What follows belongs to an exercise in optimizing a design on an open flow for small area, a short achievable clock period and few clock cycles per item; a production flow would make more cautious choices.
In this exercise RTL edits were held to simulation tests only and were not proved equivalent to the original.
Power and IR drop assume default switching activity.

==> flow/design.v, too long to show whole: its modules and the start of the top module <==
// module mm_load_buffer: 107 lines
// module mm_pe_row_s1: 1320 lines
// module mm_pe_row_s2: 244 lines
// module mm_pe_row_s3: 61 lines
// module mm_pe_row: 15 lines
// module mm_engine: 82 lines
// module mm_z_buffer: 31 lines
// module mm_top: 76 lines
module mm_top
(
  input  logic        clk_i,
  input  logic        rst_i,
  input  logic        in_valid_i,
  input  logic [35:0] in_beat_i,
  output logic        in_ready_o,
  output logic        z_valid_o,
  output logic [79:0] z_o,
  input  logic        z_ready_i,
  output logic        busy_o
);
  // ...
==> flow/run.sh <==
#!/bin/bash
# synth_recipe.tcl (not shown) runs the flow's synth.tcl, then flattens the netlist and writes it again
# the make line also repeats each setting of config.mk as NAME=value (left out here)
make -C /OpenROAD-flow-scripts/flow DESIGN_CONFIG=/design/flow/config.mk WORK_HOME=/design/flow/orfs CLKGATE_MAP_FILE= SYNTH_SCRIPT=/design/flow/synth_recipe.tcl finish
==> flow/config.mk <==
export PLATFORM = sky130hd
export DESIGN_NAME = mm_top
export DESIGN_NICKNAME = mm_top
export VERILOG_FILES = /design/flow/design.v
export SDC_FILE = /design/flow/constraint.sdc
export NUM_CORES = 4
export LEC_CHECK = 0
export ABC_CLOCK_PERIOD_IN_PS = 2600
export CAP_MARGIN = 20
export CORE_MARGIN = 2
export CORE_UTILIZATION = 40
export SETUP_SLACK_MARGIN = 4.4
export SLEW_MARGIN = 20
==> flow/constraint.sdc <==
create_clock -name core_clock -period 7.0 [get_ports {clk_i}]
set_input_delay 1.4000 -clock core_clock [delete_from_list [all_inputs] [get_ports {clk_i}]]
set_output_delay 1.4000 -clock core_clock [all_outputs]
set_load 0.01 [all_outputs]
==> summary.md, run 1 <==
| Metric | Value |
|---|---|
| Largest net degree at the start of global routing | 40 |
| Vias in the first global route | about 16000 |
| Synth Cell Area | ~25000 um^2 |
| Most common library cell in the layout ignoring fill and taps | edfxtp_1 |
| Worst Hold Path EP | i_engine.last2_q |
| Crit path kind | reg -> reg |
| CP Data Arrival Time | 3760 ps |
| Period utilisation layout | between 40 and 50% |
| Pre-CTS setup slack | about 2600 ps |
| Synth area leaders | edfxtp_1, fa_1, dfxtp_1, inv_1, mux2_2 |
| Detail Route met3 WL | 3540 um |
| Busiest grt layer | met2 |
| CP Capture Point | i_engine.i_pe_row.cs1_q[62] |
| FFs & Latches | 560 |
| Post-DP Area | about 29000 um^2 |
| Synth Area in Adders | 19.4% |
| Core Util, Final | about 54% |
| Nonclk inv count | 250 |
| Final Hold Viols | 0 |
| Worst setup margin | approximately 3800 ps |
| Root Driver | clkbuf_16 |
| Routed via count | about 15000 |
| Seq/total area | between 40 and 50% |
| ClkCell Share | 5.79% |
| Power Combinational | 88.9 uW |
| Top cells by count, synth | edfxtp_1, inv_1, fa_1, nor2_1, dfxtp_1 |
| Sequential Power Share | between 50% and 60% |
| Drt drc | 0 |
| Net Sw Power | 1390 uW |
| DIE AREA | approximately 65000 um^2 |
| Num ports | 123 |
| Total grt overflow | 0 |
| Yosys warnings | 4 |
| CP Data Required Time | roughly 7600 ps |
| Run status | finished clean |
| DR pass1 iterations | 5 |
| WL/cell | about 21 um |
| Met3 Use GR | under 10% |
Testbench counts, summed over its fixed seeds: cycles 3,136, jobs 512.
==> run 2, diff against run 1 <==
--- a/flow/config.mk
+++ b/flow/config.mk
@@ -5,7 +5,6 @@
 export SDC_FILE = /design/flow/constraint.sdc
 export NUM_CORES = 4
 export LEC_CHECK = 0
-export ABC_CLOCK_PERIOD_IN_PS = 2600
 export CAP_MARGIN = 20
 export CORE_MARGIN = 2
 export CORE_UTILIZATION = 40
==> summary.md, run 2 <==
| Metric | Value |
|---|---|
| Run status | finished clean |
| Port Buffers | 122 |
| Final setup skew | between 40 and 50 ps |
| Sw frac | between 20% and 30% |
| Clock share of power | between 40% and 50% |
| Crit start category | flip-flop |
| CTS tree | built |
| Slew @ Worst Pin | 1070 ps |
| Busiest grt layer | met2 |
| Count leader, synth | edfxtp_1 |
| Core area | ~63000 um^2 |
| Num CTS Buffers | around 60 |
| Worst hold path class | reg -> reg |
| Synth async-reset ratio | 0% |
| Avg Vias per Cell | between 4 and 5 |
| CTS Buffer Depth | 3 |
| Synth top area share | a little under half |
| Number of enable flip-flop cells after synthesis | approximately 400 |
| Commonest non-fill, non-tap cells in the layout | edfxtp_1, inv_1, dfxtp_1 |
| F_max | roughly 0.31 GHz |
| Crit-path max FO | 6 |
| Total grt overflow | 0 (unchanged) |
| Setup TNS | 0 ps |
| Die width | 256 um |
| Synth area leaders | edfxtp_1, fa_1, dfxtp_1, inv_1, mux2_2 |
| Tot GR Track Use | 19.5% |
| Starting DRT DRC Count | between 800 and 900 |
| DIE AREA | 65400 um^2 (unchanged) |
| Lkg Pwr | around 0.013 uW |
| Yosys warnings | 4 (unchanged) |
| Post-DP Area | 28900 um^2 (unchanged) |
| Mapped Cells | 1706 |
| CP Data Arrival Time | 3760 ps (about the same) |
| Initial antenna violation count | 2 |
| CP Capture Type | flip-flop |
| Net Sw Power | 1390 uW (unchanged) |
| RR Startpoint | i_engine.ep_q |
| Most common library cell in the layout ignoring fill and taps | edfxtp_1 |
| Worst Setup SP | i_engine.ep_q |
| Latest clock arrival within the worst-skew pair | 650 ps |
| Met1 Track Usage GR | between 20% and 30% |
| Root Driver | clkbuf_16 |
| RD Place Congestion | 0.889 |
| Vias in the first global route | 15800 (unchanged) |
| Max-slew violation count | 0 |
| Syn Area/Cell | 14.9 um^2 |
| WL/cell | 21.3 um (unchanged) |
| Routed via count | 14600 (unchanged) |
| Synth Cell Area | 25300 um^2 (unchanged) |
| H-tree levels | 2 |
| Peak supply drop | 0.206 mV |
| CP Data Required Time | 7560 ps (about the same) |
| Final Instance Area | around 34000 um^2 |
| Fillers | 5146 |
| Comb power frac | 1.3% |
| Met3 Use GR | 3.88% (unchanged) |
| DRT Wirelength | 62800 um |
| Power Dens Cells | ~200 nW/um^2 |
| Crit path time final | ~3200 ps |
| Largest reg by FF count | i_load_buffer.x_q |
| Crit path kind | reg -> reg |
| Syn nets | approximately 2000 |
| Int Pwr | between 5000 and 6000 uW |
| Period utilisation layout | 45.8% (unchanged) |
| Post-route ant nets | 0 |
| Drt drc | 0 (unchanged) |
| Yosys top cell by area | edfxtp_1 |
| Relative slew slack | between 20% and 30% |
| Regs by FF count | i_load_buffer.x_q: 128 flops, i_engine.i_pe_row.cs1_q: 89 flops, i_z_buffer.z_q: 76 flops |
| Ys flop type | edfxtp_1 |
| TritonCTS Sinks | 560 |
| NumNets Final | 2347 |
| Max_cap viols | 0 |
| DR pass1 iterations | 5 (unchanged) |
| Num ports | 123 (unchanged) |
| Final Hold Viols | 0 (unchanged) |
| Hold Crit Start | i_engine.last1_q |
| Largest net degree at the start of global routing | 40 (unchanged) |
| Area Growth Syn to Fin | 34.2% |
| GRT met2 Usage | between 30 and 40% |
| Top cells by count, synth | edfxtp_1, inv_1, fa_1, nor2_1, dfxtp_1 |
| Starting Density | about two fifths |
| RSZ-0062 raised after global routing | yes |
| Clk pin slew, worst setup/hold paths | 60 ps |
| Largest register FFs | around 130 |
| First-pass GRT wire length | ~96000 um |
| Seq cells post-synth | 560 |
| Yosys cell types | between 60 and 70 |
| Seq/Total Area, Yosys | 60.1% |
| Final setup vio count | 0 |
| Sequential Power Share | 52.9% (about the same) |
| Fraction of layout cells with a size suffix above 1 | 46.7% |
| Die Span Y | ~260 um |
| Post-detail-place hpwl | just over 40000 um |
| Row count | 92 |
-- run 2: metrics by stage --
step / power, uW / util, % / hold WS [ps] / setup WS [ps] / instances
2_1_floorplan: 3690 / - / 310 / 3480 / 1706
3_3_place_gp: 3740 / 46.0 / 314 / 2740 / 2655
3_5_place_dp: 3750 / 46.0 / 312 / 2630 / 2655
4_1_cts: 6880 / 53.1 / 327 / 3810 / 2924
5_1_grt: 7030 / 54.1 / 338 / 3720 / 2953
6_report: 6810 / 54.1 / 327 / 3800 / 2954
-- run 2: path summary, 6_finish.rpt --
path	end	slack, ps	cells after the start
max	i_engine.i_pe_row.cs1_q[62]	3800	11
min	i_engine.last2_q	330	0
max reg2reg	i_engine.i_pe_row.cs1_q[62]	3800	11
min reg2reg	i_engine.last2_q	330	0
-- run 2: metal layers --
layer  vias up  wire, um
li1       6491         -
met1      7491     26500
met2       458     30800
met3       128      3540
met4         2      2020
met5         -        12
-- run 2: kinds of logic after synthesis --
group	synth area share (%)
XOR/XNOR	0.484
adder cells (fa/ha/maj)	19.4
multiplexers	4.80
AND/OR/NAND/NOR	6.51
flip-flops	60.1
buffers and inverters	4.33
AO/OA/AOI/OAI	4.35
-- run 2: final cells by class --
| type | count | area, um^2 | share of cell area [%] |
|---|---|---|---|
| clock inverters | 36 | 367 | 1.08 |
| diodes | 1 | 2.50 | 0.00736 |
| clock buffers | 76 | 1600 | 4.71 |
| well taps | 846 | 1060 | 3.11 |
| repair buffers | 325 | 3590 | 10.5 |
| inverters | 250 | 948 | 2.79 |
| multi-input cells | 860 | 11200 | 32.9 |
| flip-flops and latches | 560 | 15200 | 44.8 |
-- run 2: repair_timing --
action                     in CTS  in global routing
pin swaps                     119                 84
setup buffers                 143                 28
gates resized for setup       606                108
setup endpoints to repair     374                126
hold buffers                    0                  0
gates cloned                   14                  1
-- run 2: power groups by stage --
stage,clock network [uW],logic [uW],registers (uW)
final,3120,88.9,3600
after global routing,3330,94.8,3610
after CTS,3200,84.2,3600
after detailed placement,0,73.6,3670
after global placement,0,73.0,3670
after floorplan,0,34.2,3650
-- run 2: worst max-delay path, cell delays in order (launching register included) --
cell,delay (ps)
edfxtp_1,480
buf_6,180
buf_16,150
buf_16,150
buf_6,120
mux2i_4,200
buf_6,140
nor2_2,90
fa_2,480
fa_2,550
inv_2,40
fa_2,520
==> run 3, diff against run 2 <==
--- a/flow/config.mk
+++ b/flow/config.mk
@@ -8,5 +8,4 @@
 export CAP_MARGIN = 20
 export CORE_MARGIN = 2
 export CORE_UTILIZATION = 40
-export SETUP_SLACK_MARGIN = 4.4
 export SLEW_MARGIN = 20
==> summary.md, run 3 <==
| Metric | Value |
|---|---|
| Crit-path max FO | 17 (+11) |
| Critical Path Stages | 10 (-1) |
| Tot GR Track Use | 17.5% (-2.0 points) |
| TritonCTS Sinks | 560 (unchanged) |
| Worst Setup SP | i_engine.sel_q[0] |
| RSZ-0062 raised after global routing | no |
| Total grt overflow | 0 (unchanged) |
| Drt drc | 0 (unchanged) |
| Syn nets | 1997 (unchanged) |
| Die Span Y | 256 um (unchanged) |
| Final Instance Area | 29800 um^2 (-12%) |
| Number of enable flip-flop cells after synthesis | 401 (unchanged) |
| Avg Vias per Cell | 4.88 (-1.1%) |
| Synth top area share | 47.5% (unchanged) |
| Yosys cell types | 63 (unchanged) |
| Top cells by count, synth | edfxtp_1, inv_1, fa_1, nor2_1, dfxtp_1 |
| RD Place Congestion | 0.872 (-1.9%) |
| Regs by FF count | i_load_buffer.x_q: 128 flops, i_engine.i_pe_row.cs1_q: 89 flops, i_z_buffer.z_q: 76 flops |
| Post-DP Area | 27900 um^2 (-3.7%) |
| CP Capture Point | i_engine.i_pe_row.cs1_q[35] |
| Crit path cell chain | buf_4 > buf_4 > a22o_1 > a221oi_2 > nor2_1 > fa_1 > inv_1 > fa_1 > inv_1 > fa_1 |
| F_max | 0.238 GHz (-24%) |
| Mapped Cells | 1706 (unchanged) |
| Slew @ Worst Pin | 1160 ps (+93.5 ps) |
| Hold buffers post-CTS | 0 (unchanged) |
| CP Data Arrival Time | 4690 ps (+930 ps) |
| CP Buf/Inv Count | 4 (-2) |
| Die width | 256 um (unchanged) |
| Fillers | 5494 (+6.8%) |
| Synth area leaders | edfxtp_1, fa_1, dfxtp_1, inv_1, mux2_2 |
| Power Dens Cells | 226 nW/um^2 (+13%) |
| Synth async-reset ratio | 0% (unchanged) |
| CTS Buffer Depth | 3 (unchanged) |
| Period utilisation layout | 59.9% (+14 points) |
| Lkg Pwr | 0.0112 uW (-11%) |
| Post-CTS setup repair buffer count | 0 (-100%) |
| Core area | 62900 um^2 (unchanged) |
| Seq cells post-synth | 560 (unchanged) |
| Most common library cell in the layout ignoring fill and taps | edfxtp_1 |
| Peak supply drop | 0.219 mV (+6.3%) |
| Yosys warnings | 4 (unchanged) |
| Largest register FFs | 128 (unchanged) |
| Final setup vio count | 0 (unchanged) |
| First-pass GRT wire length | 87200 um (-9.2%) |
| Synth Cell Area | 25300 um^2 (unchanged) |
| Worst hold path class | reg -> reg |
| Setup TNS | 0 ps (unchanged) |
| Crit start category | flip-flop |
| Fraction of layout cells with a size suffix above 1 | 15.2% (-32 points) |
| Starting DRT DRC Count | 855 (-0.81%) |
| Cts repair resizes | 0 (-100%) |
| Area Growth Syn to Fin | 17.6% |
| CP Data Required Time | 7500 ps (-60 ps) |
| CP most frequent cell | fa_1 |
| Final setup skew | 77.4 ps (+29.9 ps) |
| Yosys top cell by area | edfxtp_1 |
| Syn Area/Cell | 14.9 um^2 (unchanged) |
| Latest clock arrival within the worst-skew pair | 670 ps (+20 ps) |
| Root Driver | clkbuf_16 |
| Vias in the first global route | 14300 (-9.6%) |
| DR pass1 iterations | 5 (unchanged) |
| NumNets Final | 2184 (-6.9%) |
| Clk pin slew, worst setup/hold paths | 60 ps (about the same) |
| Run status | finished clean |
| Crit path kind | reg -> reg |
| Highest-delay cell along the critical path | a221oi_2 |
| Post-route ant nets | 0 (unchanged) |
| DRT Wirelength | 56400 um (-10%) |
| CTS tree | built |
| Crit path time final | 4190 ps (+991 ps) |
| Ant diodes | 0 (-1) |
| Hold Crit Start | i_engine.row1_q[0] |
| Family with the most delay on the worst path | adder cells |
| Port Buffers | 122 (unchanged) |
| Num ports | 123 (unchanged) |
| Row count | 92 (unchanged) |
| Count leader, synth | edfxtp_1 |
| Critical Path Max Stage Delay | 850 ps (+300 ps) |
| Ys flop type | edfxtp_1 |
| Initial antenna violation count | 1 (-1) |
| Routed via count | 13600 (-6.7%) |
| Seq/Total Area, Yosys | 60.1% (unchanged) |
| Starting Density | 40.3% (unchanged) |
| Largest net degree at the start of global routing | 63 (+57%) |
| Largest reg by FF count | i_load_buffer.x_q |
| Num CTS Buffers | 59 (unchanged) |
| H-tree levels | 2 (unchanged) |
| Register-to-Register Path Depth | 10 (-1) |
| Commonest non-fill, non-tap cells in the layout | edfxtp_1, inv_1, fa_1 |
| Post-detail-place hpwl | 41000 um (-0.22%) |
| RR Startpoint | i_engine.sel_q[0] |
| R2R Setup Slk | 2810 ps (-990 ps) |
| Max_cap viols | 0 (unchanged) |
| CP Capture Type | flip-flop |
| DIE AREA | 65400 um^2 (unchanged) |
| Max-slew violation count | 0 (unchanged) |
| Final Hold Viols | 0 (unchanged) |
| R2R Path End | i_engine.i_pe_row.cs1_q[35] |
| Relative slew slack | 22.5% (-6.2 points) |
| WL/cell | 20.2 um (-4.9%) |
run 3: cell counts after synthesis:
Identical to the previous run, type by type.
run 3: metrics by stage:
stage / setup slack [ps] / utilization (%) / std cells / hold WS, ps / total power [uW]
2_1_floorplan: 2350 / - / 1706 / 310 / 3680
3_3_place_gp: 2850 / 44.3 / 2676 / 314 / 3740
3_5_place_dp: 2830 / 44.3 / 2678 / 312 / 3740
4_1_cts: 2840 / 47.4 / 2787 / 326 / 6810
5_1_grt: 2680 / 47.4 / 2787 / 330 / 6950
6_report: 2810 / 47.4 / 2787 / 326 / 6730
run 3: worst reg2reg max path: cells and delay by family (launching register included):
| kind | cells | cell delay (ps) |
|---|---|---|
| fa+ha+maj | 3 | 1510 |
| simple gates | 1 | 180 |
| compound gates | 2 | 1090 |
| flops | 1 | 570 |
| buf+inv | 4 | 670 |
run 3: worst min-delay path by stage:
stage                                              to  slack [ps]  depth (start not counted)
after global routing      i_engine.i_pe_row.cs2_q[32]         330                          0
final                              i_engine.row2_q[0]         330                          0
after floorplan            i_engine.i_pe_row.cs2_q[0]         310                          0
after CTS                          i_engine.row2_q[0]         330                          0
after detailed placement           i_engine.row2_q[1]         310                          0
after global placement    i_engine.i_pe_row.cs2_q[32]         310                          0
run 3: cell type report:
| type | count | area (um^2) | area share (%) |
|---|---|---|---|
| inverter | 250 | 938 | 3.15 |
| multi-input combinational | 859 | 9090 | 30.5 |
| sequential | 560 | 15200 | 51.1 |
| clock buffer | 78 | 1590 | 5.32 |
| tap | 846 | 1060 | 3.55 |
| timing repair buffer | 163 | 1540 | 5.17 |
| clock inverter | 31 | 352 | 1.18 |
run 3: logic make-up after synthesis:
kind of cell    Yosys count  share of synthesized area [%]
flops                   560                           60.1
simple gates            349                           6.51
buf+inv                 287                           4.33
fa+ha+maj               251                           19.4
compound gates          133                           4.35
mux                     112                           4.80
xor+xnor                 14                          0.484
run 3: report_power, final:
part	switching, uW	leakage [uW]	internal (uW)
Sequential	32.2	0.00497	3570
Combinational	35.2	0.00532	34.8
Clock	1310	0.000947	1760
run 3: per-layer routing:
| metal | vias up | share of wire (%) | track usage [%] |
|---|---|---|---|
| met5 | - | 0 | 0 |
| met1 | 6980 | 45 | 24.4 |
| li1 | 6133 | - | - |
| met3 | 97 | 5.1 | 2.76 |
| met2 | 382 | 47 | 28.6 |
| met4 | 0 | 2.6 | 5.07 |

==> port drivers added, routing unchanged <==
How much do the figures lean on ideal ports? The routed layouts below were timed once more, with nothing changed but the port constraints. Step 1 sets driving cells, clkbuf_16 on the clock port and buf_2 on the other inputs (assumed; they add their load-dependent delay and slew). Step 2 adds t to the input delays and takes it off the output delays; t is the mean of the earliest and latest rising clock arrival at the registers after step 1. Input paths then give back, and output paths get back, about the clock's delay inside the block. a / b / c = no drivers / after step 1 / after step 2; a / b = the first two.
| run | shift t [ns] | setup WS [ns] | slew at the worst register clock pin (ns) |
|---|---|---|---|
| run 1 | 0.684 | 3.797 / 3.797 / 3.797 | 0.07 / 0.07 |
| run 2 | 0.684 | 3.797 / 3.797 / 3.797 | 0.07 / 0.07 |
| run 3 | 0.689 | 2.806 / 2.806 / 2.806 | 0.06 / 0.06 |
After both steps every run listed still meets setup and hold.
